This is an optimization exercise on Yosys and OpenROAD, whose aim is small area, a short achievable clock period and few clock cycles per item, not a production implementation.
No functional check of the RTL was part of any run shown here.
Power is estimated from default activity; no workload was simulated.

## design/flow/flow/run.sh

```bash
#!/bin/bash
# Standard ORFS layout (the standard.sh) with two changes to how it is built:
#  - ports are buffered with buf_1 cells instead of the resizer's default pick
#  - timing repair aims for 8.5 ns of setup slack beyond the SDC's (the SDC is unchanged)
export BUFFER_PORTS_ARGS="-buffer_cell sky130_fd_sc_hd__buf_1"
export SETUP_SLACK_MARGIN=8.5
bash standard.sh > standard.log 2>&1
```

## design/flow/standard.sh

```bash
#!/bin/bash
# synth_recipe.tcl (not shown) runs the flow's synth.tcl, then flattens the netlist and writes it again
# the make line also repeats each setting of config.mk as NAME=value (left out here)
make -C /OpenROAD-flow-scripts/flow DESIGN_CONFIG=/design/flow/config.mk WORK_HOME=/design/flow/orfs CLKGATE_MAP_FILE= SYNTH_SCRIPT=/design/flow/synth_recipe.tcl "${@:-finish}"
```

## design/flow/config.mk

```make
export PLATFORM = sky130hd
export DESIGN_NAME = qpsk_mimo_modulator
export DESIGN_NICKNAME = qpsk_mimo_modulator
export VERILOG_FILES = /design/flow/design.v
export SDC_FILE = /design/flow/constraint.sdc
export NUM_CORES = 4
export LEC_CHECK = 0
export CAP_MARGIN = 50
export CORE_MARGIN = 2
export CORE_UTILIZATION = 60
export CTS_BUF_LIST = sky130_fd_sc_hd__clkbuf_16
export CTS_CLUSTER_DIAMETER = 100
export CTS_CLUSTER_SIZE = 25
export PLACE_DENSITY = 0.8
export SLEW_MARGIN = 60
```

## design/flow/constraint.sdc

```tcl
create_clock -name core_clock -period 12.0 [get_ports {i_clk}]
set_input_delay 2.4000 -clock core_clock [delete_from_list [all_inputs] [get_ports {i_clk}]]
set_output_delay 2.4000 -clock core_clock [all_outputs]
set_load 0.01 [all_outputs]
```

## design/flow/design.v

```verilog
module qpsk_mimo_modulator #(
    parameter int R_W = 16,
    parameter int Y_W = 20
) (
    input  logic              i_clk,
    input  logic              i_reset_n,
    input  logic              i_r_load,
    input  logic [20*R_W-1:0] i_r,
    input  logic              i_bit_vld,
    input  logic              i_bit,
    output logic              o_bit_rdy,
    output logic              o_vld,
    input  logic              i_rdy,
    output logic [8*Y_W-1:0]  o_y_hat,
    output logic              o_busy
);
    logic [9:0][15:0] ra, rb;
    logic [2:0]       p;           
    logic [2:0]       cnt;         
    logic [6:0]       col;         
    logic [7:0]       x;           
    logic             xv;          
    logic             win;         
    logic             fin;         
    logic             vld;
    logic             rdy_n;       
    logic             busy;
    logic             p0_n;        
    logic             p0;
    logic       p7, act, acc, acc8, wr_lo;
    logic [7:3] wr_d;
    logic       xv_n, win_n, vld_n;
    logic [2:0] p_n, cnt_n;
    assign p0    = ~p0_n;
    assign p7    = (p == 3'd7);
    assign act   = (p0 & xv) | win;
    assign acc   = i_bit_vld & ~rdy_n;
    assign acc8  = acc & (cnt == 3'd7);
    assign wr_lo = win & (p == 3'd2) & ~vld;
    always_comb
        for (int d = 3; d < 8; d++) wr_d[d] = win & (p == 3'(d));
    assign p_n   = i_r_load ? 3'd0 : p + 3'd1;
    assign cnt_n = acc ? cnt + 3'd1 : cnt;
    assign xv_n  = acc8 | (xv & ~(win & p7));
    assign win_n = act & ~p7 & ~((p == 3'd2) & vld);
    assign vld_n = fin | (vld & ~i_rdy);
    assign o_bit_rdy = ~rdy_n;
    assign o_vld     = vld;
    assign o_busy    = busy;
    always_ff @(posedge i_clk or negedge i_reset_n) begin
        if (!i_reset_n) begin
            p    <= '0;
            p0_n <= 1'b0;
            cnt  <= '0;
            xv   <= 1'b0;
            win  <= 1'b0;
            fin  <= 1'b0;
            vld  <= 1'b0;
            rdy_n <= 1'b0;
            busy <= 1'b0;
        end else begin
            p    <= p_n;
            p0_n <= (p_n != 3'd0);
            cnt  <= cnt_n;
            xv   <= xv_n;
            win  <= win_n;
            fin  <= win & p7;
            vld  <= vld_n;
            busy <= xv_n | (win & p7) | vld_n;
            rdy_n <= ~((cnt_n != 3'd7) | ~xv_n | (win_n & (p_n == 3'd7)));
        end
    end
    always_ff @(posedge i_clk)
        x <= acc8 ? ({i_bit, col} ^ {8{~p_n[0]}}) : ~x;
    always_ff @(posedge i_clk) begin
        if (i_r_load) begin
            for (int k = 0; k < 10; k++) begin
                ra[k] <= ~(i_r[32*k +: 16] ^ 16'h8000);
                rb[k] <= ~(i_r[32*k+16 +: 16] ^ 16'h8000);
            end
        end else begin
            for (int k = 0; k < 10; k++) begin
                ra[k] <= ~{ra[k][1:0], ra[k][15:2]};
                rb[k] <= ~{rb[k][1:0], rb[k][15:2]};
            end
        end
        if (acc) col <= {i_bit, col[6:1]};
    end
    logic [7:0] g0_u0, g0_u1, g0_ng, g0_si, g0_st, g0_co;
    logic [1:0] g0_dig, g0_dq1, g0_dq2;
    logic [3:0] g0_top;
    logic [19:0] g0_y;
    logic g0_t1, g0_t2, g0_t3, g0_t4, g0_t5, g0_t6, g0_t7, g0_t8, g0_t9, g0_t10, g0_t11, g0_t12, g0_t13, g0_t14, g0_t15, g0_t16, g0_t17, g0_t18, g0_t19, g0_t20, g0_t21, g0_t22, g0_t23, g0_t24, g0_t25, g0_t26, g0_t27, g0_t28, g0_t29, g0_t30, g0_t31, g0_t32;
    logic g0_p1, g0_p2, g0_p3, g0_p4, g0_p5, g0_p6, g0_p7, g0_p8, g0_p9, g0_p10, g0_p11, g0_p12, g0_p13, g0_p14, g0_p15, g0_p16;
    assign g0_u0[0] = ra[0][0] ^ x[0];
    assign g0_u1[0] = ra[0][1] ^ x[0];
    assign g0_ng[0] = ~(x[0]);
    assign g0_u0[1] = rb[0][0] ^ ~x[1];
    assign g0_u1[1] = rb[0][1] ^ ~x[1];
    assign g0_ng[1] = ~(~x[1]);
    assign g0_u0[2] = ra[1][0] ^ x[2];
    assign g0_u1[2] = ra[1][1] ^ x[2];
    assign g0_ng[2] = ~(x[2]);
    assign g0_u0[3] = rb[1][0] ^ ~x[3];
    assign g0_u1[3] = rb[1][1] ^ ~x[3];
    assign g0_ng[3] = ~(~x[3]);
    assign g0_u0[4] = ra[3][0] ^ x[4];
    assign g0_u1[4] = ra[3][1] ^ x[4];
    assign g0_ng[4] = ~(x[4]);
    assign g0_u0[5] = rb[3][0] ^ ~x[5];
    assign g0_u1[5] = rb[3][1] ^ ~x[5];
    assign g0_ng[5] = ~(~x[5]);
    assign g0_u0[6] = ra[6][0] ^ x[6];
    assign g0_u1[6] = ra[6][1] ^ x[6];
    assign g0_ng[6] = ~(x[6]);
    assign g0_u0[7] = rb[6][0] ^ ~x[7];
    assign g0_u1[7] = rb[6][1] ^ ~x[7];
    assign g0_ng[7] = ~(~x[7]);
    assign g0_si = p0 ? g0_ng : g0_st;
    assign g0_dig = {g0_t31, g0_t15};
    assign g0_co = {g0_t32, g0_t30, g0_t28, g0_t26, g0_t24, g0_t22, g0_t20, g0_t18};
    assign g0_top = {g0_p15, g0_p13, g0_p11, g0_p7};
    assign g0_t1 = g0_u0[0] ^ g0_u0[1] ^ g0_u0[2];
    assign g0_t2 = (g0_u0[0] & g0_u0[1]) | (g0_u0[0] & g0_u0[2]) | (g0_u0[1] & g0_u0[2]);
    assign g0_t3 = g0_u0[3] ^ g0_u0[4] ^ g0_u0[5];
    assign g0_t4 = (g0_u0[3] & g0_u0[4]) | (g0_u0[3] & g0_u0[5]) | (g0_u0[4] & g0_u0[5]);
    assign g0_t5 = g0_u0[6] ^ g0_u0[7] ^ g0_si[0];
    assign g0_t6 = (g0_u0[6] & g0_u0[7]) | (g0_u0[6] & g0_si[0]) | (g0_u0[7] & g0_si[0]);
    assign g0_t7 = g0_si[1] ^ g0_si[2] ^ g0_si[3];
    assign g0_t8 = (g0_si[1] & g0_si[2]) | (g0_si[1] & g0_si[3]) | (g0_si[2] & g0_si[3]);
    assign g0_t9 = g0_si[4] ^ g0_si[5] ^ g0_si[6];
    assign g0_t10 = (g0_si[4] & g0_si[5]) | (g0_si[4] & g0_si[6]) | (g0_si[5] & g0_si[6]);
    assign g0_t11 = g0_si[7] ^ g0_t1 ^ g0_t3;
    assign g0_t12 = (g0_si[7] & g0_t1) | (g0_si[7] & g0_t3) | (g0_t1 & g0_t3);
    assign g0_t13 = g0_t5 ^ g0_t7 ^ g0_t9;
    assign g0_t14 = (g0_t5 & g0_t7) | (g0_t5 & g0_t9) | (g0_t7 & g0_t9);
    assign g0_t15 = g0_t11 ^ g0_t13;
    assign g0_t16 = g0_t11 & g0_t13;
    assign g0_t17 = g0_u1[0] ^ g0_u1[1] ^ g0_u1[2];
    assign g0_t18 = (g0_u1[0] & g0_u1[1]) | (g0_u1[0] & g0_u1[2]) | (g0_u1[1] & g0_u1[2]);
    assign g0_t19 = g0_u1[3] ^ g0_u1[4] ^ g0_u1[5];
    assign g0_t20 = (g0_u1[3] & g0_u1[4]) | (g0_u1[3] & g0_u1[5]) | (g0_u1[4] & g0_u1[5]);
    assign g0_t21 = g0_u1[6] ^ g0_u1[7] ^ g0_t2;
    assign g0_t22 = (g0_u1[6] & g0_u1[7]) | (g0_u1[6] & g0_t2) | (g0_u1[7] & g0_t2);
    assign g0_t23 = g0_t4 ^ g0_t6 ^ g0_t8;
    assign g0_t24 = (g0_t4 & g0_t6) | (g0_t4 & g0_t8) | (g0_t6 & g0_t8);
    assign g0_t25 = g0_t10 ^ g0_t17 ^ g0_t19;
    assign g0_t26 = (g0_t10 & g0_t17) | (g0_t10 & g0_t19) | (g0_t17 & g0_t19);
    assign g0_t27 = g0_t12 ^ g0_t14 ^ g0_t21;
    assign g0_t28 = (g0_t12 & g0_t14) | (g0_t12 & g0_t21) | (g0_t14 & g0_t21);
    assign g0_t29 = g0_t23 ^ g0_t25 ^ g0_t16;
    assign g0_t30 = (g0_t23 & g0_t25) | (g0_t23 & g0_t16) | (g0_t25 & g0_t16);
    assign g0_t31 = g0_t27 ^ g0_t29;
    assign g0_t32 = g0_t27 & g0_t29;
    assign g0_p1 = g0_st[0] ^ g0_st[1] ^ g0_st[2];
    assign g0_p2 = (g0_st[0] & g0_st[1]) | (g0_st[0] & g0_st[2]) | (g0_st[1] & g0_st[2]);
    assign g0_p3 = g0_st[3] ^ g0_st[4] ^ g0_st[5];
    assign g0_p4 = (g0_st[3] & g0_st[4]) | (g0_st[3] & g0_st[5]) | (g0_st[4] & g0_st[5]);
    assign g0_p5 = g0_st[6] ^ g0_st[7] ^ g0_p1;
    assign g0_p6 = (g0_st[6] & g0_st[7]) | (g0_st[6] & g0_p1) | (g0_st[7] & g0_p1);
    assign g0_p7 = g0_p3 ^ g0_p5;
    assign g0_p8 = g0_p3 & g0_p5;
    assign g0_p9 = g0_p2 ^ g0_p4 ^ g0_p6;
    assign g0_p10 = (g0_p2 & g0_p4) | (g0_p2 & g0_p6) | (g0_p4 & g0_p6);
    assign g0_p11 = g0_p8 ^ g0_p9;
    assign g0_p12 = g0_p8 & g0_p9;
    assign g0_p13 = 1'b1 ^ g0_p10 ^ g0_p12;
    assign g0_p14 = (1'b1 & g0_p10) | (1'b1 & g0_p12) | (g0_p10 & g0_p12);
    assign g0_p15 = 1'b1 ^ g0_p14;
    assign g0_p16 = 1'b1 & g0_p14;
    always_ff @(posedge i_clk) begin
        g0_st  <= g0_co;
        g0_dq1 <= g0_dig;
        g0_dq2 <= g0_dq1;
        if (wr_lo) g0_y[5:0] <= {g0_dig, g0_dq1, g0_dq2};
        if (wr_d[3]) g0_y[7:6]   <= g0_dig;
        if (wr_d[4]) g0_y[9:8]   <= g0_dig;
        if (wr_d[5]) g0_y[11:10] <= g0_dig;
        if (wr_d[6]) g0_y[13:12] <= g0_dig;
        if (wr_d[7]) g0_y[15:14] <= g0_dig;
        if (fin) g0_y[19:16] <= g0_top;
    end
    assign o_y_hat[0 +: 20] = g0_y;
    logic [7:0] g1_u0, g1_u1, g1_ng, g1_si, g1_st, g1_co;
    logic [1:0] g1_dig, g1_dq1, g1_dq2;
    logic [3:0] g1_top;
    logic [19:0] g1_y;
    logic g1_t1, g1_t2, g1_t3, g1_t4, g1_t5, g1_t6, g1_t7, g1_t8, g1_t9, g1_t10, g1_t11, g1_t12, g1_t13, g1_t14, g1_t15, g1_t16, g1_t17, g1_t18, g1_t19, g1_t20, g1_t21, g1_t22, g1_t23, g1_t24, g1_t25, g1_t26, g1_t27, g1_t28, g1_t29, g1_t30, g1_t31, g1_t32;
    logic g1_p1, g1_p2, g1_p3, g1_p4, g1_p5, g1_p6, g1_p7, g1_p8, g1_p9, g1_p10, g1_p11, g1_p12, g1_p13, g1_p14, g1_p15, g1_p16;
    assign g1_u0[0] = rb[0][0] ^ x[0];
    assign g1_u1[0] = rb[0][1] ^ x[0];
    assign g1_ng[0] = ~(x[0]);
    assign g1_u0[1] = ra[0][0] ^ x[1];
    assign g1_u1[1] = ra[0][1] ^ x[1];
    assign g1_ng[1] = ~(x[1]);
    assign g1_u0[2] = rb[1][0] ^ x[2];
    assign g1_u1[2] = rb[1][1] ^ x[2];
    assign g1_ng[2] = ~(x[2]);
    assign g1_u0[3] = ra[1][0] ^ x[3];
    assign g1_u1[3] = ra[1][1] ^ x[3];
    assign g1_ng[3] = ~(x[3]);
    assign g1_u0[4] = rb[3][0] ^ x[4];
    assign g1_u1[4] = rb[3][1] ^ x[4];
    assign g1_ng[4] = ~(x[4]);
    assign g1_u0[5] = ra[3][0] ^ x[5];
    assign g1_u1[5] = ra[3][1] ^ x[5];
    assign g1_ng[5] = ~(x[5]);
    assign g1_u0[6] = rb[6][0] ^ x[6];
    assign g1_u1[6] = rb[6][1] ^ x[6];
    assign g1_ng[6] = ~(x[6]);
    assign g1_u0[7] = ra[6][0] ^ x[7];
    assign g1_u1[7] = ra[6][1] ^ x[7];
    assign g1_ng[7] = ~(x[7]);
    assign g1_si = p0 ? g1_ng : g1_st;
    assign g1_dig = {g1_t31, g1_t15};
    assign g1_co = {g1_t32, g1_t30, g1_t28, g1_t26, g1_t24, g1_t22, g1_t20, g1_t18};
    assign g1_top = {g1_p15, g1_p13, g1_p11, g1_p7};
    assign g1_t1 = g1_u0[0] ^ g1_u0[1] ^ g1_u0[2];
    assign g1_t2 = (g1_u0[0] & g1_u0[1]) | (g1_u0[0] & g1_u0[2]) | (g1_u0[1] & g1_u0[2]);
    assign g1_t3 = g1_u0[3] ^ g1_u0[4] ^ g1_u0[5];
    assign g1_t4 = (g1_u0[3] & g1_u0[4]) | (g1_u0[3] & g1_u0[5]) | (g1_u0[4] & g1_u0[5]);
    assign g1_t5 = g1_u0[6] ^ g1_u0[7] ^ g1_si[0];
    assign g1_t6 = (g1_u0[6] & g1_u0[7]) | (g1_u0[6] & g1_si[0]) | (g1_u0[7] & g1_si[0]);
    assign g1_t7 = g1_si[1] ^ g1_si[2] ^ g1_si[3];
    assign g1_t8 = (g1_si[1] & g1_si[2]) | (g1_si[1] & g1_si[3]) | (g1_si[2] & g1_si[3]);
    assign g1_t9 = g1_si[4] ^ g1_si[5] ^ g1_si[6];
    assign g1_t10 = (g1_si[4] & g1_si[5]) | (g1_si[4] & g1_si[6]) | (g1_si[5] & g1_si[6]);
    assign g1_t11 = g1_si[7] ^ g1_t1 ^ g1_t3;
    assign g1_t12 = (g1_si[7] & g1_t1) | (g1_si[7] & g1_t3) | (g1_t1 & g1_t3);
    assign g1_t13 = g1_t5 ^ g1_t7 ^ g1_t9;
    assign g1_t14 = (g1_t5 & g1_t7) | (g1_t5 & g1_t9) | (g1_t7 & g1_t9);
    assign g1_t15 = g1_t11 ^ g1_t13;
    assign g1_t16 = g1_t11 & g1_t13;
    assign g1_t17 = g1_u1[0] ^ g1_u1[1] ^ g1_u1[2];
    assign g1_t18 = (g1_u1[0] & g1_u1[1]) | (g1_u1[0] & g1_u1[2]) | (g1_u1[1] & g1_u1[2]);
    assign g1_t19 = g1_u1[3] ^ g1_u1[4] ^ g1_u1[5];
    assign g1_t20 = (g1_u1[3] & g1_u1[4]) | (g1_u1[3] & g1_u1[5]) | (g1_u1[4] & g1_u1[5]);
    assign g1_t21 = g1_u1[6] ^ g1_u1[7] ^ g1_t2;
    assign g1_t22 = (g1_u1[6] & g1_u1[7]) | (g1_u1[6] & g1_t2) | (g1_u1[7] & g1_t2);
    assign g1_t23 = g1_t4 ^ g1_t6 ^ g1_t8;
    assign g1_t24 = (g1_t4 & g1_t6) | (g1_t4 & g1_t8) | (g1_t6 & g1_t8);
    assign g1_t25 = g1_t10 ^ g1_t17 ^ g1_t19;
    assign g1_t26 = (g1_t10 & g1_t17) | (g1_t10 & g1_t19) | (g1_t17 & g1_t19);
    assign g1_t27 = g1_t12 ^ g1_t14 ^ g1_t21;
    assign g1_t28 = (g1_t12 & g1_t14) | (g1_t12 & g1_t21) | (g1_t14 & g1_t21);
    assign g1_t29 = g1_t23 ^ g1_t25 ^ g1_t16;
    assign g1_t30 = (g1_t23 & g1_t25) | (g1_t23 & g1_t16) | (g1_t25 & g1_t16);
    assign g1_t31 = g1_t27 ^ g1_t29;
    assign g1_t32 = g1_t27 & g1_t29;
    assign g1_p1 = g1_st[0] ^ g1_st[1] ^ g1_st[2];
    assign g1_p2 = (g1_st[0] & g1_st[1]) | (g1_st[0] & g1_st[2]) | (g1_st[1] & g1_st[2]);
    assign g1_p3 = g1_st[3] ^ g1_st[4] ^ g1_st[5];
    assign g1_p4 = (g1_st[3] & g1_st[4]) | (g1_st[3] & g1_st[5]) | (g1_st[4] & g1_st[5]);
    assign g1_p5 = g1_st[6] ^ g1_st[7] ^ g1_p1;
    assign g1_p6 = (g1_st[6] & g1_st[7]) | (g1_st[6] & g1_p1) | (g1_st[7] & g1_p1);
    assign g1_p7 = g1_p3 ^ g1_p5;
    assign g1_p8 = g1_p3 & g1_p5;
    assign g1_p9 = g1_p2 ^ g1_p4 ^ g1_p6;
    assign g1_p10 = (g1_p2 & g1_p4) | (g1_p2 & g1_p6) | (g1_p4 & g1_p6);
    assign g1_p11 = g1_p8 ^ g1_p9;
    assign g1_p12 = g1_p8 & g1_p9;
    assign g1_p13 = 1'b1 ^ g1_p10 ^ g1_p12;
    assign g1_p14 = (1'b1 & g1_p10) | (1'b1 & g1_p12) | (g1_p10 & g1_p12);
    assign g1_p15 = 1'b1 ^ g1_p14;
    assign g1_p16 = 1'b1 & g1_p14;
    always_ff @(posedge i_clk) begin
        g1_st  <= g1_co;
        g1_dq1 <= g1_dig;
        g1_dq2 <= g1_dq1;
        if (wr_lo) g1_y[5:0] <= {g1_dig, g1_dq1, g1_dq2};
        if (wr_d[3]) g1_y[7:6]   <= g1_dig;
        if (wr_d[4]) g1_y[9:8]   <= g1_dig;
        if (wr_d[5]) g1_y[11:10] <= g1_dig;
        if (wr_d[6]) g1_y[13:12] <= g1_dig;
        if (wr_d[7]) g1_y[15:14] <= g1_dig;
        if (fin) g1_y[19:16] <= g1_top;
    end
    assign o_y_hat[20 +: 20] = g1_y;
    logic [5:0] g2_u0, g2_u1, g2_ng, g2_si, g2_st, g2_co;
    logic [1:0] g2_dig, g2_dq1, g2_dq2;
    logic [3:0] g2_top;
    logic [19:0] g2_y;
    logic g2_t1, g2_t2, g2_t3, g2_t4, g2_t5, g2_t6, g2_t7, g2_t8, g2_t9, g2_t10, g2_t11, g2_t12, g2_t13, g2_t14, g2_t15, g2_t16, g2_t17, g2_t18, g2_t19, g2_t20, g2_t21, g2_t22, g2_t23, g2_t24;
    logic g2_p1, g2_p2, g2_p3, g2_p4, g2_p5, g2_p6, g2_p7, g2_p8, g2_p9, g2_p10, g2_p11, g2_p12;
    assign g2_u0[0] = ra[2][0] ^ x[2];
    assign g2_u1[0] = ra[2][1] ^ x[2];
    assign g2_ng[0] = ~(x[2]);
    assign g2_u0[1] = rb[2][0] ^ ~x[3];
    assign g2_u1[1] = rb[2][1] ^ ~x[3];
    assign g2_ng[1] = ~(~x[3]);
    assign g2_u0[2] = ra[4][0] ^ x[4];
    assign g2_u1[2] = ra[4][1] ^ x[4];
    assign g2_ng[2] = ~(x[4]);
    assign g2_u0[3] = rb[4][0] ^ ~x[5];
    assign g2_u1[3] = rb[4][1] ^ ~x[5];
    assign g2_ng[3] = ~(~x[5]);
    assign g2_u0[4] = ra[7][0] ^ x[6];
    assign g2_u1[4] = ra[7][1] ^ x[6];
    assign g2_ng[4] = ~(x[6]);
    assign g2_u0[5] = rb[7][0] ^ ~x[7];
    assign g2_u1[5] = rb[7][1] ^ ~x[7];
    assign g2_ng[5] = ~(~x[7]);
    assign g2_si = p0 ? g2_ng : g2_st;
    assign g2_dig = {g2_t23, g2_t11};
    assign g2_co = {g2_t24, g2_t22, g2_t20, g2_t18, g2_t16, g2_t14};
    assign g2_top = {g2_p11, g2_p9, g2_p7, g2_p5};
    assign g2_t1 = g2_u0[0] ^ g2_u0[1] ^ g2_u0[2];
    assign g2_t2 = (g2_u0[0] & g2_u0[1]) | (g2_u0[0] & g2_u0[2]) | (g2_u0[1] & g2_u0[2]);
    assign g2_t3 = g2_u0[3] ^ g2_u0[4] ^ g2_u0[5];
    assign g2_t4 = (g2_u0[3] & g2_u0[4]) | (g2_u0[3] & g2_u0[5]) | (g2_u0[4] & g2_u0[5]);
    assign g2_t5 = g2_si[0] ^ g2_si[1] ^ g2_si[2];
    assign g2_t6 = (g2_si[0] & g2_si[1]) | (g2_si[0] & g2_si[2]) | (g2_si[1] & g2_si[2]);
    assign g2_t7 = g2_si[3] ^ g2_si[4] ^ g2_si[5];
    assign g2_t8 = (g2_si[3] & g2_si[4]) | (g2_si[3] & g2_si[5]) | (g2_si[4] & g2_si[5]);
    assign g2_t9 = g2_t1 ^ g2_t3 ^ g2_t5;
    assign g2_t10 = (g2_t1 & g2_t3) | (g2_t1 & g2_t5) | (g2_t3 & g2_t5);
    assign g2_t11 = g2_t7 ^ g2_t9;
    assign g2_t12 = g2_t7 & g2_t9;
    assign g2_t13 = g2_u1[0] ^ g2_u1[1] ^ g2_u1[2];
    assign g2_t14 = (g2_u1[0] & g2_u1[1]) | (g2_u1[0] & g2_u1[2]) | (g2_u1[1] & g2_u1[2]);
    assign g2_t15 = g2_u1[3] ^ g2_u1[4] ^ g2_u1[5];
    assign g2_t16 = (g2_u1[3] & g2_u1[4]) | (g2_u1[3] & g2_u1[5]) | (g2_u1[4] & g2_u1[5]);
    assign g2_t17 = g2_t2 ^ g2_t4 ^ g2_t6;
    assign g2_t18 = (g2_t2 & g2_t4) | (g2_t2 & g2_t6) | (g2_t4 & g2_t6);
    assign g2_t19 = g2_t8 ^ g2_t13 ^ g2_t15;
    assign g2_t20 = (g2_t8 & g2_t13) | (g2_t8 & g2_t15) | (g2_t13 & g2_t15);
    assign g2_t21 = g2_t10 ^ g2_t17 ^ g2_t19;
    assign g2_t22 = (g2_t10 & g2_t17) | (g2_t10 & g2_t19) | (g2_t17 & g2_t19);
    assign g2_t23 = g2_t12 ^ g2_t21;
    assign g2_t24 = g2_t12 & g2_t21;
    assign g2_p1 = g2_st[0] ^ g2_st[1] ^ g2_st[2];
    assign g2_p2 = (g2_st[0] & g2_st[1]) | (g2_st[0] & g2_st[2]) | (g2_st[1] & g2_st[2]);
    assign g2_p3 = g2_st[3] ^ g2_st[4] ^ g2_st[5];
    assign g2_p4 = (g2_st[3] & g2_st[4]) | (g2_st[3] & g2_st[5]) | (g2_st[4] & g2_st[5]);
    assign g2_p5 = 1'b1 ^ g2_p1 ^ g2_p3;
    assign g2_p6 = (1'b1 & g2_p1) | (1'b1 & g2_p3) | (g2_p1 & g2_p3);
    assign g2_p7 = g2_p2 ^ g2_p4 ^ g2_p6;
    assign g2_p8 = (g2_p2 & g2_p4) | (g2_p2 & g2_p6) | (g2_p4 & g2_p6);
    assign g2_p9 = 1'b1 ^ g2_p8;
    assign g2_p10 = 1'b1 & g2_p8;
    assign g2_p11 = 1'b1 ^ g2_p10;
    assign g2_p12 = 1'b1 & g2_p10;
    always_ff @(posedge i_clk) begin
        g2_st  <= g2_co;
        g2_dq1 <= g2_dig;
        g2_dq2 <= g2_dq1;
        if (wr_lo) g2_y[5:0] <= {g2_dig, g2_dq1, g2_dq2};
        if (wr_d[3]) g2_y[7:6]   <= g2_dig;
        if (wr_d[4]) g2_y[9:8]   <= g2_dig;
        if (wr_d[5]) g2_y[11:10] <= g2_dig;
        if (wr_d[6]) g2_y[13:12] <= g2_dig;
        if (wr_d[7]) g2_y[15:14] <= g2_dig;
        if (fin) g2_y[19:16] <= g2_top;
    end
    assign o_y_hat[40 +: 20] = g2_y;
    logic [5:0] g3_u0, g3_u1, g3_ng, g3_si, g3_st, g3_co;
    logic [1:0] g3_dig, g3_dq1, g3_dq2;
    logic [3:0] g3_top;
    logic [19:0] g3_y;
    logic g3_t1, g3_t2, g3_t3, g3_t4, g3_t5, g3_t6, g3_t7, g3_t8, g3_t9, g3_t10, g3_t11, g3_t12, g3_t13, g3_t14, g3_t15, g3_t16, g3_t17, g3_t18, g3_t19, g3_t20, g3_t21, g3_t22, g3_t23, g3_t24;
    logic g3_p1, g3_p2, g3_p3, g3_p4, g3_p5, g3_p6, g3_p7, g3_p8, g3_p9, g3_p10, g3_p11, g3_p12;
    assign g3_u0[0] = rb[2][0] ^ x[2];
    assign g3_u1[0] = rb[2][1] ^ x[2];
    assign g3_ng[0] = ~(x[2]);
    assign g3_u0[1] = ra[2][0] ^ x[3];
    assign g3_u1[1] = ra[2][1] ^ x[3];
    assign g3_ng[1] = ~(x[3]);
    assign g3_u0[2] = rb[4][0] ^ x[4];
    assign g3_u1[2] = rb[4][1] ^ x[4];
    assign g3_ng[2] = ~(x[4]);
    assign g3_u0[3] = ra[4][0] ^ x[5];
    assign g3_u1[3] = ra[4][1] ^ x[5];
    assign g3_ng[3] = ~(x[5]);
    assign g3_u0[4] = rb[7][0] ^ x[6];
    assign g3_u1[4] = rb[7][1] ^ x[6];
    assign g3_ng[4] = ~(x[6]);
    assign g3_u0[5] = ra[7][0] ^ x[7];
    assign g3_u1[5] = ra[7][1] ^ x[7];
    assign g3_ng[5] = ~(x[7]);
    assign g3_si = p0 ? g3_ng : g3_st;
    assign g3_dig = {g3_t23, g3_t11};
    assign g3_co = {g3_t24, g3_t22, g3_t20, g3_t18, g3_t16, g3_t14};
    assign g3_top = {g3_p11, g3_p9, g3_p7, g3_p5};
    assign g3_t1 = g3_u0[0] ^ g3_u0[1] ^ g3_u0[2];
    assign g3_t2 = (g3_u0[0] & g3_u0[1]) | (g3_u0[0] & g3_u0[2]) | (g3_u0[1] & g3_u0[2]);
    assign g3_t3 = g3_u0[3] ^ g3_u0[4] ^ g3_u0[5];
    assign g3_t4 = (g3_u0[3] & g3_u0[4]) | (g3_u0[3] & g3_u0[5]) | (g3_u0[4] & g3_u0[5]);
    assign g3_t5 = g3_si[0] ^ g3_si[1] ^ g3_si[2];
    assign g3_t6 = (g3_si[0] & g3_si[1]) | (g3_si[0] & g3_si[2]) | (g3_si[1] & g3_si[2]);
    assign g3_t7 = g3_si[3] ^ g3_si[4] ^ g3_si[5];
    assign g3_t8 = (g3_si[3] & g3_si[4]) | (g3_si[3] & g3_si[5]) | (g3_si[4] & g3_si[5]);
    assign g3_t9 = g3_t1 ^ g3_t3 ^ g3_t5;
    assign g3_t10 = (g3_t1 & g3_t3) | (g3_t1 & g3_t5) | (g3_t3 & g3_t5);
    assign g3_t11 = g3_t7 ^ g3_t9;
    assign g3_t12 = g3_t7 & g3_t9;
    assign g3_t13 = g3_u1[0] ^ g3_u1[1] ^ g3_u1[2];
    assign g3_t14 = (g3_u1[0] & g3_u1[1]) | (g3_u1[0] & g3_u1[2]) | (g3_u1[1] & g3_u1[2]);
    assign g3_t15 = g3_u1[3] ^ g3_u1[4] ^ g3_u1[5];
    assign g3_t16 = (g3_u1[3] & g3_u1[4]) | (g3_u1[3] & g3_u1[5]) | (g3_u1[4] & g3_u1[5]);
    assign g3_t17 = g3_t2 ^ g3_t4 ^ g3_t6;
    assign g3_t18 = (g3_t2 & g3_t4) | (g3_t2 & g3_t6) | (g3_t4 & g3_t6);
    assign g3_t19 = g3_t8 ^ g3_t13 ^ g3_t15;
    assign g3_t20 = (g3_t8 & g3_t13) | (g3_t8 & g3_t15) | (g3_t13 & g3_t15);
    assign g3_t21 = g3_t10 ^ g3_t17 ^ g3_t19;
    assign g3_t22 = (g3_t10 & g3_t17) | (g3_t10 & g3_t19) | (g3_t17 & g3_t19);
    assign g3_t23 = g3_t12 ^ g3_t21;
    assign g3_t24 = g3_t12 & g3_t21;
    assign g3_p1 = g3_st[0] ^ g3_st[1] ^ g3_st[2];
    assign g3_p2 = (g3_st[0] & g3_st[1]) | (g3_st[0] & g3_st[2]) | (g3_st[1] & g3_st[2]);
    assign g3_p3 = g3_st[3] ^ g3_st[4] ^ g3_st[5];
    assign g3_p4 = (g3_st[3] & g3_st[4]) | (g3_st[3] & g3_st[5]) | (g3_st[4] & g3_st[5]);
    assign g3_p5 = 1'b1 ^ g3_p1 ^ g3_p3;
    assign g3_p6 = (1'b1 & g3_p1) | (1'b1 & g3_p3) | (g3_p1 & g3_p3);
    assign g3_p7 = g3_p2 ^ g3_p4 ^ g3_p6;
    assign g3_p8 = (g3_p2 & g3_p4) | (g3_p2 & g3_p6) | (g3_p4 & g3_p6);
    assign g3_p9 = 1'b1 ^ g3_p8;
    assign g3_p10 = 1'b1 & g3_p8;
    assign g3_p11 = 1'b1 ^ g3_p10;
    assign g3_p12 = 1'b1 & g3_p10;
    always_ff @(posedge i_clk) begin
        g3_st  <= g3_co;
        g3_dq1 <= g3_dig;
        g3_dq2 <= g3_dq1;
        if (wr_lo) g3_y[5:0] <= {g3_dig, g3_dq1, g3_dq2};
        if (wr_d[3]) g3_y[7:6]   <= g3_dig;
        if (wr_d[4]) g3_y[9:8]   <= g3_dig;
        if (wr_d[5]) g3_y[11:10] <= g3_dig;
        if (wr_d[6]) g3_y[13:12] <= g3_dig;
        if (wr_d[7]) g3_y[15:14] <= g3_dig;
        if (fin) g3_y[19:16] <= g3_top;
    end
    assign o_y_hat[60 +: 20] = g3_y;
    logic [3:0] g4_u0, g4_u1, g4_ng, g4_si, g4_st, g4_co;
    logic [1:0] g4_dig, g4_dq1, g4_dq2;
    logic [3:0] g4_top;
    logic [19:0] g4_y;
    logic g4_t1, g4_t2, g4_t3, g4_t4, g4_t5, g4_t6, g4_t7, g4_t8, g4_t9, g4_t10, g4_t11, g4_t12, g4_t13, g4_t14, g4_t15, g4_t16;
    logic g4_p1, g4_p2, g4_p3, g4_p4, g4_p5, g4_p6, g4_p7, g4_p8, g4_p9, g4_p10;
    assign g4_u0[0] = ra[5][0] ^ x[4];
    assign g4_u1[0] = ra[5][1] ^ x[4];
    assign g4_ng[0] = ~(x[4]);
    assign g4_u0[1] = rb[5][0] ^ ~x[5];
    assign g4_u1[1] = rb[5][1] ^ ~x[5];
    assign g4_ng[1] = ~(~x[5]);
    assign g4_u0[2] = ra[8][0] ^ x[6];
    assign g4_u1[2] = ra[8][1] ^ x[6];
    assign g4_ng[2] = ~(x[6]);
    assign g4_u0[3] = rb[8][0] ^ ~x[7];
    assign g4_u1[3] = rb[8][1] ^ ~x[7];
    assign g4_ng[3] = ~(~x[7]);
    assign g4_si = p0 ? g4_ng : g4_st;
    assign g4_dig = {g4_t15, g4_t7};
    assign g4_co = {g4_t16, g4_t14, g4_t12, g4_t10};
    assign g4_top = {g4_p9, g4_p7, g4_p5, g4_p3};
    assign g4_t1 = g4_u0[0] ^ g4_u0[1] ^ g4_u0[2];
    assign g4_t2 = (g4_u0[0] & g4_u0[1]) | (g4_u0[0] & g4_u0[2]) | (g4_u0[1] & g4_u0[2]);
    assign g4_t3 = g4_u0[3] ^ g4_si[0] ^ g4_si[1];
    assign g4_t4 = (g4_u0[3] & g4_si[0]) | (g4_u0[3] & g4_si[1]) | (g4_si[0] & g4_si[1]);
    assign g4_t5 = g4_si[2] ^ g4_si[3] ^ g4_t1;
    assign g4_t6 = (g4_si[2] & g4_si[3]) | (g4_si[2] & g4_t1) | (g4_si[3] & g4_t1);
    assign g4_t7 = g4_t3 ^ g4_t5;
    assign g4_t8 = g4_t3 & g4_t5;
    assign g4_t9 = g4_u1[0] ^ g4_u1[1] ^ g4_u1[2];
    assign g4_t10 = (g4_u1[0] & g4_u1[1]) | (g4_u1[0] & g4_u1[2]) | (g4_u1[1] & g4_u1[2]);
    assign g4_t11 = g4_u1[3] ^ g4_t2 ^ g4_t4;
    assign g4_t12 = (g4_u1[3] & g4_t2) | (g4_u1[3] & g4_t4) | (g4_t2 & g4_t4);
    assign g4_t13 = g4_t9 ^ g4_t6 ^ g4_t11;
    assign g4_t14 = (g4_t9 & g4_t6) | (g4_t9 & g4_t11) | (g4_t6 & g4_t11);
    assign g4_t15 = g4_t8 ^ g4_t13;
    assign g4_t16 = g4_t8 & g4_t13;
    assign g4_p1 = g4_st[0] ^ g4_st[1] ^ g4_st[2];
    assign g4_p2 = (g4_st[0] & g4_st[1]) | (g4_st[0] & g4_st[2]) | (g4_st[1] & g4_st[2]);
    assign g4_p3 = g4_st[3] ^ g4_p1;
    assign g4_p4 = g4_st[3] & g4_p1;
    assign g4_p5 = 1'b1 ^ g4_p2 ^ g4_p4;
    assign g4_p6 = (1'b1 & g4_p2) | (1'b1 & g4_p4) | (g4_p2 & g4_p4);
    assign g4_p7 = 1'b1 ^ g4_p6;
    assign g4_p8 = 1'b1 & g4_p6;
    assign g4_p9 = 1'b1 ^ g4_p8;
    assign g4_p10 = 1'b1 & g4_p8;
    always_ff @(posedge i_clk) begin
        g4_st  <= g4_co;
        g4_dq1 <= g4_dig;
        g4_dq2 <= g4_dq1;
        if (wr_lo) g4_y[5:0] <= {g4_dig, g4_dq1, g4_dq2};
        if (wr_d[3]) g4_y[7:6]   <= g4_dig;
        if (wr_d[4]) g4_y[9:8]   <= g4_dig;
        if (wr_d[5]) g4_y[11:10] <= g4_dig;
        if (wr_d[6]) g4_y[13:12] <= g4_dig;
        if (wr_d[7]) g4_y[15:14] <= g4_dig;
        if (fin) g4_y[19:16] <= g4_top;
    end
    assign o_y_hat[80 +: 20] = g4_y;
    logic [3:0] g5_u0, g5_u1, g5_ng, g5_si, g5_st, g5_co;
    logic [1:0] g5_dig, g5_dq1, g5_dq2;
    logic [3:0] g5_top;
    logic [19:0] g5_y;
    logic g5_t1, g5_t2, g5_t3, g5_t4, g5_t5, g5_t6, g5_t7, g5_t8, g5_t9, g5_t10, g5_t11, g5_t12, g5_t13, g5_t14, g5_t15, g5_t16;
    logic g5_p1, g5_p2, g5_p3, g5_p4, g5_p5, g5_p6, g5_p7, g5_p8, g5_p9, g5_p10;
    assign g5_u0[0] = rb[5][0] ^ x[4];
    assign g5_u1[0] = rb[5][1] ^ x[4];
    assign g5_ng[0] = ~(x[4]);
    assign g5_u0[1] = ra[5][0] ^ x[5];
    assign g5_u1[1] = ra[5][1] ^ x[5];
    assign g5_ng[1] = ~(x[5]);
    assign g5_u0[2] = rb[8][0] ^ x[6];
    assign g5_u1[2] = rb[8][1] ^ x[6];
    assign g5_ng[2] = ~(x[6]);
    assign g5_u0[3] = ra[8][0] ^ x[7];
    assign g5_u1[3] = ra[8][1] ^ x[7];
    assign g5_ng[3] = ~(x[7]);
    assign g5_si = p0 ? g5_ng : g5_st;
    assign g5_dig = {g5_t15, g5_t7};
    assign g5_co = {g5_t16, g5_t14, g5_t12, g5_t10};
    assign g5_top = {g5_p9, g5_p7, g5_p5, g5_p3};
    assign g5_t1 = g5_u0[0] ^ g5_u0[1] ^ g5_u0[2];
    assign g5_t2 = (g5_u0[0] & g5_u0[1]) | (g5_u0[0] & g5_u0[2]) | (g5_u0[1] & g5_u0[2]);
    assign g5_t3 = g5_u0[3] ^ g5_si[0] ^ g5_si[1];
    assign g5_t4 = (g5_u0[3] & g5_si[0]) | (g5_u0[3] & g5_si[1]) | (g5_si[0] & g5_si[1]);
    assign g5_t5 = g5_si[2] ^ g5_si[3] ^ g5_t1;
    assign g5_t6 = (g5_si[2] & g5_si[3]) | (g5_si[2] & g5_t1) | (g5_si[3] & g5_t1);
    assign g5_t7 = g5_t3 ^ g5_t5;
    assign g5_t8 = g5_t3 & g5_t5;
    assign g5_t9 = g5_u1[0] ^ g5_u1[1] ^ g5_u1[2];
    assign g5_t10 = (g5_u1[0] & g5_u1[1]) | (g5_u1[0] & g5_u1[2]) | (g5_u1[1] & g5_u1[2]);
    assign g5_t11 = g5_u1[3] ^ g5_t2 ^ g5_t4;
    assign g5_t12 = (g5_u1[3] & g5_t2) | (g5_u1[3] & g5_t4) | (g5_t2 & g5_t4);
    assign g5_t13 = g5_t9 ^ g5_t6 ^ g5_t11;
    assign g5_t14 = (g5_t9 & g5_t6) | (g5_t9 & g5_t11) | (g5_t6 & g5_t11);
    assign g5_t15 = g5_t8 ^ g5_t13;
    assign g5_t16 = g5_t8 & g5_t13;
    assign g5_p1 = g5_st[0] ^ g5_st[1] ^ g5_st[2];
    assign g5_p2 = (g5_st[0] & g5_st[1]) | (g5_st[0] & g5_st[2]) | (g5_st[1] & g5_st[2]);
    assign g5_p3 = g5_st[3] ^ g5_p1;
    assign g5_p4 = g5_st[3] & g5_p1;
    assign g5_p5 = 1'b1 ^ g5_p2 ^ g5_p4;
    assign g5_p6 = (1'b1 & g5_p2) | (1'b1 & g5_p4) | (g5_p2 & g5_p4);
    assign g5_p7 = 1'b1 ^ g5_p6;
    assign g5_p8 = 1'b1 & g5_p6;
    assign g5_p9 = 1'b1 ^ g5_p8;
    assign g5_p10 = 1'b1 & g5_p8;
    always_ff @(posedge i_clk) begin
        g5_st  <= g5_co;
        g5_dq1 <= g5_dig;
        g5_dq2 <= g5_dq1;
        if (wr_lo) g5_y[5:0] <= {g5_dig, g5_dq1, g5_dq2};
        if (wr_d[3]) g5_y[7:6]   <= g5_dig;
        if (wr_d[4]) g5_y[9:8]   <= g5_dig;
        if (wr_d[5]) g5_y[11:10] <= g5_dig;
        if (wr_d[6]) g5_y[13:12] <= g5_dig;
        if (wr_d[7]) g5_y[15:14] <= g5_dig;
        if (fin) g5_y[19:16] <= g5_top;
    end
    assign o_y_hat[100 +: 20] = g5_y;
    logic [1:0] g6_u0, g6_u1, g6_ng, g6_si, g6_st, g6_co;
    logic [1:0] g6_dig, g6_dq1, g6_dq2;
    logic [3:0] g6_top;
    logic [19:0] g6_y;
    logic g6_t1, g6_t2, g6_t3, g6_t4, g6_t5, g6_t6, g6_t7, g6_t8;
    logic g6_p1, g6_p2, g6_p3, g6_p4, g6_p5, g6_p6, g6_p7, g6_p8;
    assign g6_u0[0] = ra[9][0] ^ x[6];
    assign g6_u1[0] = ra[9][1] ^ x[6];
    assign g6_ng[0] = ~(x[6]);
    assign g6_u0[1] = rb[9][0] ^ ~x[7];
    assign g6_u1[1] = rb[9][1] ^ ~x[7];
    assign g6_ng[1] = ~(~x[7]);
    assign g6_si = p0 ? g6_ng : g6_st;
    assign g6_dig = {g6_t7, g6_t3};
    assign g6_co = {g6_t8, g6_t6};
    assign g6_top = {g6_p7, g6_p5, g6_p3, g6_p1};
    assign g6_t1 = g6_u0[0] ^ g6_u0[1] ^ g6_si[0];
    assign g6_t2 = (g6_u0[0] & g6_u0[1]) | (g6_u0[0] & g6_si[0]) | (g6_u0[1] & g6_si[0]);
    assign g6_t3 = g6_si[1] ^ g6_t1;
    assign g6_t4 = g6_si[1] & g6_t1;
    assign g6_t5 = g6_u1[0] ^ g6_u1[1] ^ g6_t2;
    assign g6_t6 = (g6_u1[0] & g6_u1[1]) | (g6_u1[0] & g6_t2) | (g6_u1[1] & g6_t2);
    assign g6_t7 = g6_t4 ^ g6_t5;
    assign g6_t8 = g6_t4 & g6_t5;
    assign g6_p1 = g6_st[0] ^ g6_st[1] ^ 1'b1;
    assign g6_p2 = (g6_st[0] & g6_st[1]) | (g6_st[0] & 1'b1) | (g6_st[1] & 1'b1);
    assign g6_p3 = 1'b1 ^ g6_p2;
    assign g6_p4 = 1'b1 & g6_p2;
    assign g6_p5 = 1'b1 ^ g6_p4;
    assign g6_p6 = 1'b1 & g6_p4;
    assign g6_p7 = 1'b1 ^ g6_p6;
    assign g6_p8 = 1'b1 & g6_p6;
    always_ff @(posedge i_clk) begin
        g6_st  <= g6_co;
        g6_dq1 <= g6_dig;
        g6_dq2 <= g6_dq1;
        if (wr_lo) g6_y[5:0] <= {g6_dig, g6_dq1, g6_dq2};
        if (wr_d[3]) g6_y[7:6]   <= g6_dig;
        if (wr_d[4]) g6_y[9:8]   <= g6_dig;
        if (wr_d[5]) g6_y[11:10] <= g6_dig;
        if (wr_d[6]) g6_y[13:12] <= g6_dig;
        if (wr_d[7]) g6_y[15:14] <= g6_dig;
        if (fin) g6_y[19:16] <= g6_top;
    end
    assign o_y_hat[120 +: 20] = g6_y;
    logic [1:0] g7_u0, g7_u1, g7_ng, g7_si, g7_st, g7_co;
    logic [1:0] g7_dig, g7_dq1, g7_dq2;
    logic [3:0] g7_top;
    logic [19:0] g7_y;
    logic g7_t1, g7_t2, g7_t3, g7_t4, g7_t5, g7_t6, g7_t7, g7_t8;
    logic g7_p1, g7_p2, g7_p3, g7_p4, g7_p5, g7_p6, g7_p7, g7_p8;
    assign g7_u0[0] = rb[9][0] ^ x[6];
    assign g7_u1[0] = rb[9][1] ^ x[6];
    assign g7_ng[0] = ~(x[6]);
    assign g7_u0[1] = ra[9][0] ^ x[7];
    assign g7_u1[1] = ra[9][1] ^ x[7];
    assign g7_ng[1] = ~(x[7]);
    assign g7_si = p0 ? g7_ng : g7_st;
    assign g7_dig = {g7_t7, g7_t3};
    assign g7_co = {g7_t8, g7_t6};
    assign g7_top = {g7_p7, g7_p5, g7_p3, g7_p1};
    assign g7_t1 = g7_u0[0] ^ g7_u0[1] ^ g7_si[0];
    assign g7_t2 = (g7_u0[0] & g7_u0[1]) | (g7_u0[0] & g7_si[0]) | (g7_u0[1] & g7_si[0]);
    assign g7_t3 = g7_si[1] ^ g7_t1;
    assign g7_t4 = g7_si[1] & g7_t1;
    assign g7_t5 = g7_u1[0] ^ g7_u1[1] ^ g7_t2;
    assign g7_t6 = (g7_u1[0] & g7_u1[1]) | (g7_u1[0] & g7_t2) | (g7_u1[1] & g7_t2);
    assign g7_t7 = g7_t4 ^ g7_t5;
    assign g7_t8 = g7_t4 & g7_t5;
    assign g7_p1 = g7_st[0] ^ g7_st[1] ^ 1'b1;
    assign g7_p2 = (g7_st[0] & g7_st[1]) | (g7_st[0] & 1'b1) | (g7_st[1] & 1'b1);
    assign g7_p3 = 1'b1 ^ g7_p2;
    assign g7_p4 = 1'b1 & g7_p2;
    assign g7_p5 = 1'b1 ^ g7_p4;
    assign g7_p6 = 1'b1 & g7_p4;
    assign g7_p7 = 1'b1 ^ g7_p6;
    assign g7_p8 = 1'b1 & g7_p6;
    always_ff @(posedge i_clk) begin
        g7_st  <= g7_co;
        g7_dq1 <= g7_dig;
        g7_dq2 <= g7_dq1;
        if (wr_lo) g7_y[5:0] <= {g7_dig, g7_dq1, g7_dq2};
        if (wr_d[3]) g7_y[7:6]   <= g7_dig;
        if (wr_d[4]) g7_y[9:8]   <= g7_dig;
        if (wr_d[5]) g7_y[11:10] <= g7_dig;
        if (wr_d[6]) g7_y[13:12] <= g7_dig;
        if (wr_d[7]) g7_y[15:14] <= g7_dig;
        if (fin) g7_y[19:16] <= g7_top;
    end
    assign o_y_hat[140 +: 20] = g7_y;
endmodule
```

==> metrics.md, run 1 <==
| Metric | Value |
|---|---|
| Crit path required time | `9600 ps` |
| CP Class | `reg2out` |
| Post-synth top cells | `400 x dfxtp_1, 310 x mux2i_1, 159 x edfxtp_1` |
| Antenna diodes | `0` |
| Area Growth Syn to Fin | `17.4%` |
| Drt first pass iters | `4` |
| Area leader, netlist | `dfxtp_1` |
| # DRC | `0` |
| Count of cell types in the netlist | `34` |
| Die H | `189 µm` |
| Area share of the leading cell type in the synthesized netlist | `39.0%` |
| Status | `complete, no violations` |
| Final ANT Viol Nets | `0` |
| Via-per-instance ratio | `5.02` |
| Cell family with most CP delay | `flip-flops` |
| Final hold vios | `0` |
| Slew Limit Fails | `0` |
| Least-Margin Pin Slew | `506 ps` |
| Min-Delay Path Class | `reg2reg` |
| Clk buf depth | `3` |
| Max-Slew Margin vs Limit | `66.3%` |
| Cells along the critical path | `buf_1` |
| R2R Path Start | `p0_n$_DFF_PN0_` |
| End of the worst register-to-register path | `g1_y[5]$_DFFE_PP_` |
| Endpoint type of the worst setup path | `output pin` |
| Detailed Place HPWL | `33.0 mm` |
| Global route total overflow | `0` |
| Final min period | `3660 ps` |
| Initial DRC count | `550` |
| Most used DFF post-synth | `dfxtp_1` |
| Fmax | `273 MHz` |
| RSZ-0062 raised after global routing | `yes` |
| # Max-Cap Violations | `0` |
| First-pass GRT wire length | `67.4 mm` |
| Clk slew on worst S/H paths | `100 ps` |
| H-tree Lvls | `1` |
| Number of port buffers | `488` |
| Row cnt | `67` |
| Vias in the first global route | `12200` |
| VDD IR max | `1.01 mV` |
| Final core occ | `71.7%` |
| Global-route usage over all layers | `24.7%` |
| Synth top area cells | `dfxtp_1 39%, edfxtp_1 23%, mux2i_1 15%` |
| Cells after Synth | `1392` |
| CP bufs+invs | `1` |
| Worst Hold Depth | `0` |
| Sink Count | `572` |
| Synth Net Count | `1836` |
| Synth Register Bits | `572` |
| Crit share post-route | `30.5%` |
| Final setup violation count | `0` |
| Endpoint with the worst hold slack | `g1_dq2[1]$_DFF_P_` |
| Avg WL per Cell | `19.2 µm` |
| Top-count cell post-synth | `dfxtp_1` |
| Number of buffers created by CTS | `26` |
| Share of layout cells above drive strength 1 | `11.0%` |
| Share of flip-flops with an asynchronous set or reset | `2.27%` |
| Synth Cell Area | `0.0205 mm²` |
| Crit Path Max Fanout | `2` |
| Fin nets | `2313` |
| Crit start category | `register` |
| Slowest-stage cell, CP | `edfxtp_1` |
| Die area | `0.0357 mm²` |
| Core ar. | `0.0336 mm²` |
| Clock Tree Root | `clkbuf_16` |
| Total of warnings raised by yosys | `1` |
| Die width | `189 µm` |
| PD cells | `336 mW/mm²` |
| Routed WL | `44.7 mm` |
| Clock Latency Late Sink | `590 ps` |
| Starting Density | `61.1%` |
| Worst EP arrival | `1260 ps` |
| TritonCTS clock tree | `built` |
| Via count | `11700` |
| Gpl congestion | `0.805` |
| Syn avg cell area | `14.8 µm²` |
| Leak | `0.0106 µW` |
| Setup crit start | `g2_y[18]$_DFFE_PP_` |
| Worst Hold Launch | `g1_dq1[1]$_DFF_P_` |
| Number of flops mapped to enable cells by yosys | `159` |
| Largest net degree at the start of global routing | `49` |
| Register area share after synthesis | `63.8%` |
| Layout Skew | `21.3 ps` |
| Antenna violations before repair | `0` |
| Setup_tns | `0 ps` |
| # IOs | `489` |
| Worst path max stage delay | `500 ps` |
| R2R Setup Slk | `8570 ps` |
| FF-to-FF path depth | `9` |
| # fillers | `2346` |
[metal layers]
metal  global-route usage (%)  share of wire [%]  vias up
li1                         -                  -     5604
met1                     30.2                 40     5659
met2                     45.5                 52      398
met3                     4.78                6.2       47
met4                     5.08                2.0        0
met5                        0                  0        -
[power by group]
group	leakage [µW]	total, µW	internal, µW	switching [µW]
clock	0.000400	965	396	569
sequential	0.00497	3490	3270	217
combinational	0.00521	3660	1430	2230
[logic make-up after synthesis]
group,share of synthesized area [%]
mux,15.2
compound gates,1.72
buf+inv,4.01
fa+ha+maj,10.1
xor+xnor,3.80
flops,63.8
simple gates,1.31
[flip-flops by register name, summed over array words and instances (netlist names), 4 cells and up]
signal / cells
g1_st: 8
g0_st: 8
ra: 160
rb: 160
g2_y: 19
g3_y: 19
g5_st: 4
g5_y: 19
g0_y: 20
x: 8
g1_y: 20
g7_y: 18
g2_st: 6
g6_y: 18
g4_y: 19
col: 7
g4_st: 4
g3_st: 6
[timing repair]
action	4_1_cts	5_1_grt
pin swaps	0	3
gates cloned	7	1
endpoints found under the setup margin	279	220
hold buffers	0	0
buffers inserted	6	2
resized for setup	53	110
[through the flow]
step | hold slack (ps) | std cells | setup WS [ps] | cell area (µm²) | power (µW)
3_3_place_gp | 329 | 2269 | 6680 | 22600 | 6680
2_1_floorplan | 327 | 1392 | 8590 | 20500 | 5490
3_5_place_dp | 333 | 2273 | 7030 | 22800 | 6910
6_report | 358 | 2330 | 8340 | 24100 | 8110
4_1_cts | 357 | 2327 | 8300 | 23900 | 8060
5_1_grt | 360 | 2330 | 8300 | 24100 | 8710
[final cells by class]
class,instances,area (µm²),area share (%)
clock inverter,15,70.1,0.291
timing repair buffer,516,2590,10.7
inverter,116,435,1.81
clock buffer,26,651,2.70
tap,448,561,2.32
sequential,572,13100,54.5
multi-input combinational,637,6670,27.7
[cell usage in the layout (no fill, tap or decap), types with 2 or more instances in the layout]
cell,netlist,layout
a21o_1,13,13
a21oi_1,19,19
and3_2,0,3
buf_1,0,361
buf_12,0,2
buf_16,0,7
buf_2,32,18
buf_4,24,10
buf_6,1,8
bufbuf_16,0,6
clkbuf_16,0,27
clkbuf_2,0,101
dfrtp_1,13,11
dfrtp_4,0,2
dfxtp_1,400,394
dfxtp_2,0,4
dfxtp_4,0,2
edfxtp_1,159,159
fa_1,80,80
ha_1,38,36
ha_4,0,2
inv_1,116,128
mux2i_1,310,310
nand2_1,33,33
nand2b_1,4,4
nand3b_1,2,2
nor2_1,8,5
nor2_4,1,3
nor2b_1,4,3
o21ai_0,13,11
o21ai_1,10,12
xnor2_1,32,32
xor2_1,57,57
[how the worst max path moves through the flow]
stage | slack, ps | depth (start not counted) | endpoint
3_5_place_dp | 7030 | 7 | rb[138]$_DFF_P_
6_report | 8340 | 1 | o_y_hat[59]
2_1_floorplan | 8590 | 4 | rdy_n$_DFF_PN0_
4_1_cts | 8300 | 1 | o_y_hat[59]
5_1_grt | 8300 | 1 | o_y_hat[59]
3_3_place_gp | 6680 | 5 | ra[144]$_DFF_P_
==> run 2: changes to the inputs <==
--- a/design/flow/config.mk
+++ b/design/flow/config.mk
@@ -11,5 +11,4 @@
 export CTS_BUF_LIST = sky130_fd_sc_hd__clkbuf_16
-export CTS_CLUSTER_DIAMETER = 100
+export CTS_CLUSTER_DIAMETER = 50
 export CTS_CLUSTER_SIZE = 25
-export PLACE_DENSITY = 0.8
 export SLEW_MARGIN = 60
==> metrics.md, run 2 <==
| Metric | Value |
|---|---|
| Antenna violations before repair | `1` |
| Via-per-instance ratio | `4.94` |
| Drt first pass iters | `5` |
| Share of layout cells above drive strength 1 | `11.5%` |
| Clock Latency Late Sink | `560 ps` |
| Global route total overflow | `0` |
| # DRC | `0` |
| Number of port buffers | `488` |
| Row cnt | `67` |
| Via count | `11700` |
| Core ar. | `0.0336 mm²` |
| Most frequent cells in the layout | `395 x dfxtp_1, 392 x buf_1, 310 x mux2i_1, 159 x edfxtp_1, 118 x inv_1` |
| CP Class | `reg2out` |
| Setup ws final | `8370 ps` |
| Sw Pwr | `3120 µW` |
| Fmax | `276 MHz` |
| H-tree Lvls | `2` |
| Slowest-stage cell, CP | `edfxtp_1` |
| Switch share | `36.4%` |
| Crit Path Max Fanout | `2` |
| Register area share after synthesis | `63.8%` |
| Global-route usage over all layers | `24.6%` |
| Clk buf depth | `3` |
| Number of flops mapped to enable cells by yosys | `159` |
| Placed cells | `2273` |
| # fillers | `2356` |
| PD cells | `343 mW/mm²` |
| Fin nets | `2331` |
| Layout Skew | `21.8 ps` |
| Least-Margin Pin Slew | `504 ps` |
| RSZ-0062 raised after global routing | `yes` |
| Area leader, netlist | `dfxtp_1` |
| Cells after Synth | `1392` |
| Clk slew on worst S/H paths | `90 ps` |
| Power Total | `8560 µW` |
| Synth Net Count | `1836` |
| Avg WL per Cell | `18.6 µm` |
| Final min period | `3630 ps` |
| Commonest non-fill, non-tap cell in the layout | `dfxtp_1` |
| First-pass GRT wire length | `66.9 mm` |
| Share of flip-flops with an asynchronous set or reset | `2.27%` |
| Final hold vios | `0` |
| Vias in the first global route | `11900` |
| Endpoint type of the worst setup path | `output pin` |
| Top-count cell post-synth | `dfxtp_1` |
| Worst Hold Launch | `g1_dq1[1]$_DFF_P_` |
| Hold WS | `348 ps` |
| Die H | `189 µm` |
| Status | `complete, no violations` |
| Worst path max stage delay | `500 ps` |
| Total of warnings raised by yosys | `1` |
| Gpl congestion | `0.804` |
| Sequential share of power | `40.5%` |
| # IOs | `489` |
| Clock Tree Root | `clkbuf_16` |
| VDD IR max | `0.475 mV` |
| Detailed Place HPWL | `32.0 mm` |
| Synth top area cells | `dfxtp_1 39%, edfxtp_1 23%, mux2i_1 15%` |
| Die area | `0.0357 mm²` |
| Max-Slew Margin vs Limit | `66.4%` |
| Die width | `189 µm` |
| Final setup violation count | `0` |
| Min-Delay Path Class | `reg2reg` |
| TritonCTS clock tree | `built` |
| Crit start category | `register` |
| Syn avg cell area | `14.8 µm²` |
| Crit path required time | `9600 ps` |
| Cell family with most CP delay | `flip-flops` |
| Leak | `0.0109 µW` |
| Largest net degree at the start of global routing | `49` |
| Routed WL | `44.2 mm` |
| Cells along the critical path | `buf_1` |
| Number of buffers created by CTS | `44` |
| Clk network pwr share | `18.0%` |
| Initial DRC count | `546` |
| Biggest regs | `ra: 160 flops, rb: 160 flops` |
| Slew Limit Fails | `0` |
| Final Non-Filler Cells | `2370` |
| Setup WS pre-CTS | `6960 ps` |
| Starting Density | `61.1%` |
| Synth Register Bits | `572` |
| Area share of the leading cell type in the synthesized netlist | `39.0%` |
| Setup crit start | `g2_y[18]$_DFFE_PP_` |
| Worst EP arrival | `1230 ps` |
| Area Growth Syn to Fin | `21.5%` |
| Post-synth top cells | `400 x dfxtp_1, 310 x mux2i_1, 159 x edfxtp_1` |
| CP bufs+invs | `1` |
| # Max-Cap Violations | `0` |
| Setup_tns | `0 ps` |
| Power Internal | `5440 µW` |
| Most used DFF post-synth | `dfxtp_1` |
| Synth Cell Area | `0.0205 mm²` |
| Sink Count | `572` |
| Hold Buf Count CTS | `0` |
| Count of cell types in the netlist | `34` |
| R2R Path Start | `p0_n$_DFF_PN0_` |
| Logic gate share of total power | `41.5%` |
| Final ANT Viol Nets | `0` |
| Crit share post-route | `30.2%` |
[run 2: per-layer routing]
| layer | up-vias | global-route usage, % | wire length (µm) |
|---|---|---|---|
| li1 | 5663 | - | - |
| met1 | 5568 | 31.1 | 17900 |
| met2 | 421 | 42.0 | 21500 |
| met3 | 67 | 6.88 | 3710 |
| met4 | 0 | 6.40 | 997 |
| met5 | - | 0 | 0 |
[run 2: final cells by class]
type,count,area (µm²),area share (%)
sequential,572,13100,52.6
multi-input combinational,637,6660,26.7
timing repair buffer,516,2630,10.5
clock buffer,45,1130,4.51
tap,448,561,2.25
inverter,116,435,1.74
clock inverter,35,420,1.68
antenna,1,2.50,0.0100
[run 2: kinds of logic (layout without fill, tap and decap cells)]
kind of cell | Yosys count | after routing | synth area share [%]
adder cells (fa/ha/maj) | 118 | 118 | 10.1
AO/OA/AOI/OAI | 60 | 60 | 1.72
AND/OR/NAND/NOR | 58 | 58 | 1.31
other | 0 | 1 | 0
multiplexers | 312 | 312 | 15.2
flip-flops | 572 | 572 | 63.8
buffers and inverters | 183 | 712 | 4.01
XOR/XNOR | 89 | 89 | 3.80
[run 2: power groups by stage]
stage               combinational [µW]  clock [µW]  sequential [µW]
global route                      4050        1650             3510
global placement                  3150           0             3500
finish                            3550        1540             3470
detailed placement                3250           0             3510
CTS                               3370        1570             3470
floorplan                         2040           0             3450
[run 2: metrics by stage]
stage / utilization, % / area (µm²)
after floorplan: - / 20500
after global placement: 67.4 / 22600
after CTS: 73.7 / 24800
after detailed placement: 67.7 / 22800
after global routing: 74.2 / 25000
final: 74.2 / 25000
[run 2: worst register-to-register path: stages, from the launching register on]
cell and delay, ps:
dfrtp_2 450, buf_4 160, clkbuf_16 170, a21o_1 180, fa_1 540, inv_1 60
fa_1 530, inv_1 40, ha_1 200, fa_1 570, ha_4 250
[run 2: final timing paths]
kind,endpoint,slack (ps),cells after the start
hold reg to reg,g1_dq2[1]$_DFF_P_,350,0
min in group asynchronous,cnt[0]$_DFF_PN0_,1720,1
hold / removal,g1_dq2[1]$_DFF_P_,350,0
max in group asynchronous,fin$_DFF_PN0_,9990,1
setup / recovery,o_y_hat[58],8370,1
setup reg to reg,g1_y[5]$_DFFE_PP_,8620,10
[run 2: what timing repair did]
item                       CTS  global route
setup endpoints to repair  237           137
buffers inserted             2             2
pin swaps                    0             2
cloned                      11             1
hold endpoints to repair     0             0
gates resized for setup     48            80
==> run 3: changes to the inputs <==
==> design/flow/flow/run.sh (replaced) <==
#!/bin/bash
# Standard ORFS layout (the standard.sh) with two changes to how it is built:
#  - ports are buffered with buf_1 cells instead of the resizer's default pick
#  - timing repair aims for 8.0 ns of setup slack beyond the SDC's (the SDC is unchanged)
export BUFFER_PORTS_ARGS="-buffer_cell sky130_fd_sc_hd__buf_1"
export SETUP_SLACK_MARGIN=8.0
bash standard.sh > standard.log 2>&1
--- a/design/flow/config.mk
+++ b/design/flow/config.mk
@@ -11,3 +11,3 @@
 export CTS_BUF_LIST = sky130_fd_sc_hd__clkbuf_16
-export CTS_CLUSTER_DIAMETER = 50
+export CTS_CLUSTER_DIAMETER = 100
 export CTS_CLUSTER_SIZE = 25
==> metrics.md, run 3 <==
| Metric | Value |
|---|---|
| # DRC | `0` |
| Most used DFF post-synth | `dfxtp_1` |
| Clock Tree Root | `clkbuf_16` |
| Hold Buf Count CTS | `0` |
| Setup_tns | `0 ps` |
| Cell family with most CP delay | `buffers and inverters` |
| CP Class | `in2reg` |
| Area leader, netlist | `dfxtp_1` |
| Synth Register Bits | `572` |
| Cells along the critical path | `clkbuf_16 > buf_16 > buf_16 > buf_16 > buf_16 > bufbuf_16 > mux2i_1` |
| Global route total overflow | `0` |
| # fillers | `2508` |
| Fin nets | `2302` |
| Clk slew on worst S/H paths | `100 ps` |
| Commonest non-fill, non-tap cell in the layout | `buf_1` |
| Syn avg cell area | `14.8 µm²` |
| # Max-Cap Violations | `0` |
| PD cells | `324 mW/mm²` |
| Worst path max stage delay | `400 ps` |
| Count of cell types in the netlist | `34` |
| Final core occ | `70.4%` |
| Row cnt | `67` |
| Least-Margin Pin Slew | `580 ps` |
| Number of flops mapped to enable cells by yosys | `159` |
| Layout Skew | `29.8 ps` |
| Post CTS Setup Buffer Count | `0` |
| Sink Count | `572` |
| Die area | `0.0357 mm²` |
| VDD IR max | `0.371 mV` |
| TritonCTS clock tree | `built` |
| Synth top area cells | `dfxtp_1 39%, edfxtp_1 23%, mux2i_1 15%` |
| RSZ-0062 raised after global routing | `no` |
| First-pass GRT wire length | `63.6 mm` |
| Number of buffers created by CTS | `26` |
| Final hold vios | `0` |
| Area share of the leading cell type in the synthesized netlist | `39.0%` |
| Detailed Place HPWL | `32.0 mm` |
| Share of flip-flops with an asynchronous set or reset | `2.27%` |
| Share of layout cells above drive strength 1 | `3.42%` |
| Total of warnings raised by yosys | `1` |
| Area Growth Syn to Fin | `15.2%` |
| Avg WL per Cell | `18.1 µm` |
| Status | `complete, no violations` |
| Die H | `189 µm` |
| Slowest-stage cell, CP | `bufbuf_16` |
| Post-synth top cells | `400 x dfxtp_1, 310 x mux2i_1, 159 x edfxtp_1` |
| Post-DP Area | `0.0228 mm²` |
| Crit start category | `input port` |
| # IOs | `489` |
| Crit share post-route | `32.5%` |
| Largest net degree at the start of global routing | `61` |
| H-tree Lvls | `1` |
| Gpl congestion | `0.804` |
| Crit Path Max Fanout | `42` |
| Most frequent cells in the layout | `486 x buf_1, 397 x dfxtp_1, 310 x mux2i_1, 159 x edfxtp_1, 129 x inv_1` |
| Synth Net Count | `1836` |
| Clock Latency Late Sink | `580 ps` |
| Vias in the first global route | `11500` |
| Cells after Synth | `1392` |
| Via-per-instance ratio | `4.94` |
| Top-count cell post-synth | `dfxtp_1` |
| Min-Delay Path Class | `reg2reg` |
| Number of port buffers | `488` |
| Endpoint type of the worst setup path | `register` |
| Power Total | `7680 µW` |
| Core ar. | `0.0336 mm²` |
| Die width | `189 µm` |
| Clk buf depth | `3` |
| Synth Cell Area | `0.0205 mm²` |
| Register area share after synthesis | `63.8%` |
| Drt first pass iters | `5` |
-- run 3: cell types whose count changed in the layout (fill, tap and decap cells not counted), moves of 11 or more --
| cell | previous run | this run |
|---|---|---|
| buf_1 | 392 | 486 |
| clkbuf_16 | 47 | 28 |
| clkbuf_2 | 67 | 0 |
| buf_2 | 20 | 1 |
| inv_1 | 118 | 129 |
-- run 3: power breakdown --
group	switching (µW)	total [µW]	internal, µW	leakage [µW]
clock	555	963	408	0.000411
sequential	199	3470	3270	0.00497
combinational	2080	3250	1170	0.00471
-- run 3: worst paths after layout --
check | startpoint | to | slack [ps] | depth (start not counted)
setup reg to reg | p0_n$_DFF_PN0_ | g0_y[5]$_DFFE_PP_ | 8280 | 11
hold reg to reg | g3_dq1[0]$_DFF_P_ | g3_dq2[0]$_DFF_P_ | 340 | 0
max in group asynchronous | i_reset_n | fin$_DFF_PN0_ | 10000 | 1
hold / removal | g3_dq1[0]$_DFF_P_ | g3_dq2[0]$_DFF_P_ | 340 | 0
setup / recovery | i_r_load | rb[132]$_DFF_P_ | 8100 | 7
min in group asynchronous | i_reset_n | cnt[2]$_DFF_PN0_ | 1710 | 1
-- run 3: per-layer routing --
layer | vias up | wire (µm) | GRT usage (%)
met1 | 5460 | 17600 | 29.9
met4 | 0 | 981 | 5.56
met3 | 55 | 3240 | 5.99
met5 | - | 0 | 0
li1 | 5582 | - | -
met2 | 368 | 20100 | 39.5
-- run 3: kinds of logic after synthesis --
| family | after synthesis | synth area share [%] |
|---|---|---|
| flip-flops | 572 | 63.8 |
| multiplexers | 312 | 15.2 |
| buffers and inverters | 183 | 4.01 |
| adder cells (fa/ha/maj) | 118 | 10.1 |
| XOR/XNOR | 89 | 3.80 |
| AO/OA/AOI/OAI | 60 | 1.72 |
| AND/OR/NAND/NOR | 58 | 1.31 |
-- run 3: final cells by class --
type | instances | area (µm²) | area share, %
Inverter | 116 | 435 | 1.84
Multi-Input combinational cell | 637 | 6630 | 28.0
Tap cell | 448 | 561 | 2.37
Sequential cell | 572 | 13100 | 55.4
Timing Repair Buffer | 505 | 2180 | 9.22
Clock buffer | 27 | 676 | 2.86
Clock inverter | 15 | 57.6 | 0.243
Antenna cell | 1 | 2.50 | 0.0106
-- run 3: metrics by stage --
| step | setup slack, ps | hold WS, ps | cells |
|---|---|---|---|
| 3_3_place_gp | 6730 | 328 | 2269 |
| 4_1_cts | 8010 | 339 | 2318 |
| 6_report | 8100 | 344 | 2321 |
| 3_5_place_dp | 6960 | 333 | 2273 |
| 5_1_grt | 8010 | 349 | 2321 |
| 2_1_floorplan | 8590 | 327 | 1392 |
-- run 3: timing repair --
item | CTS | global route
gates cloned | 3 | 1
endpoints found under the setup margin | 83 | 36
gates resized for setup | 3 | 0

Setup slack of run 3, layout unchanged: 8.104 ns with ideal ports, 8.057 ns with driving cells assumed (clock clkbuf_16, inputs buf_2), 7.443 ns with port delays also shifted by the 0.614 ns mid clock arrival.
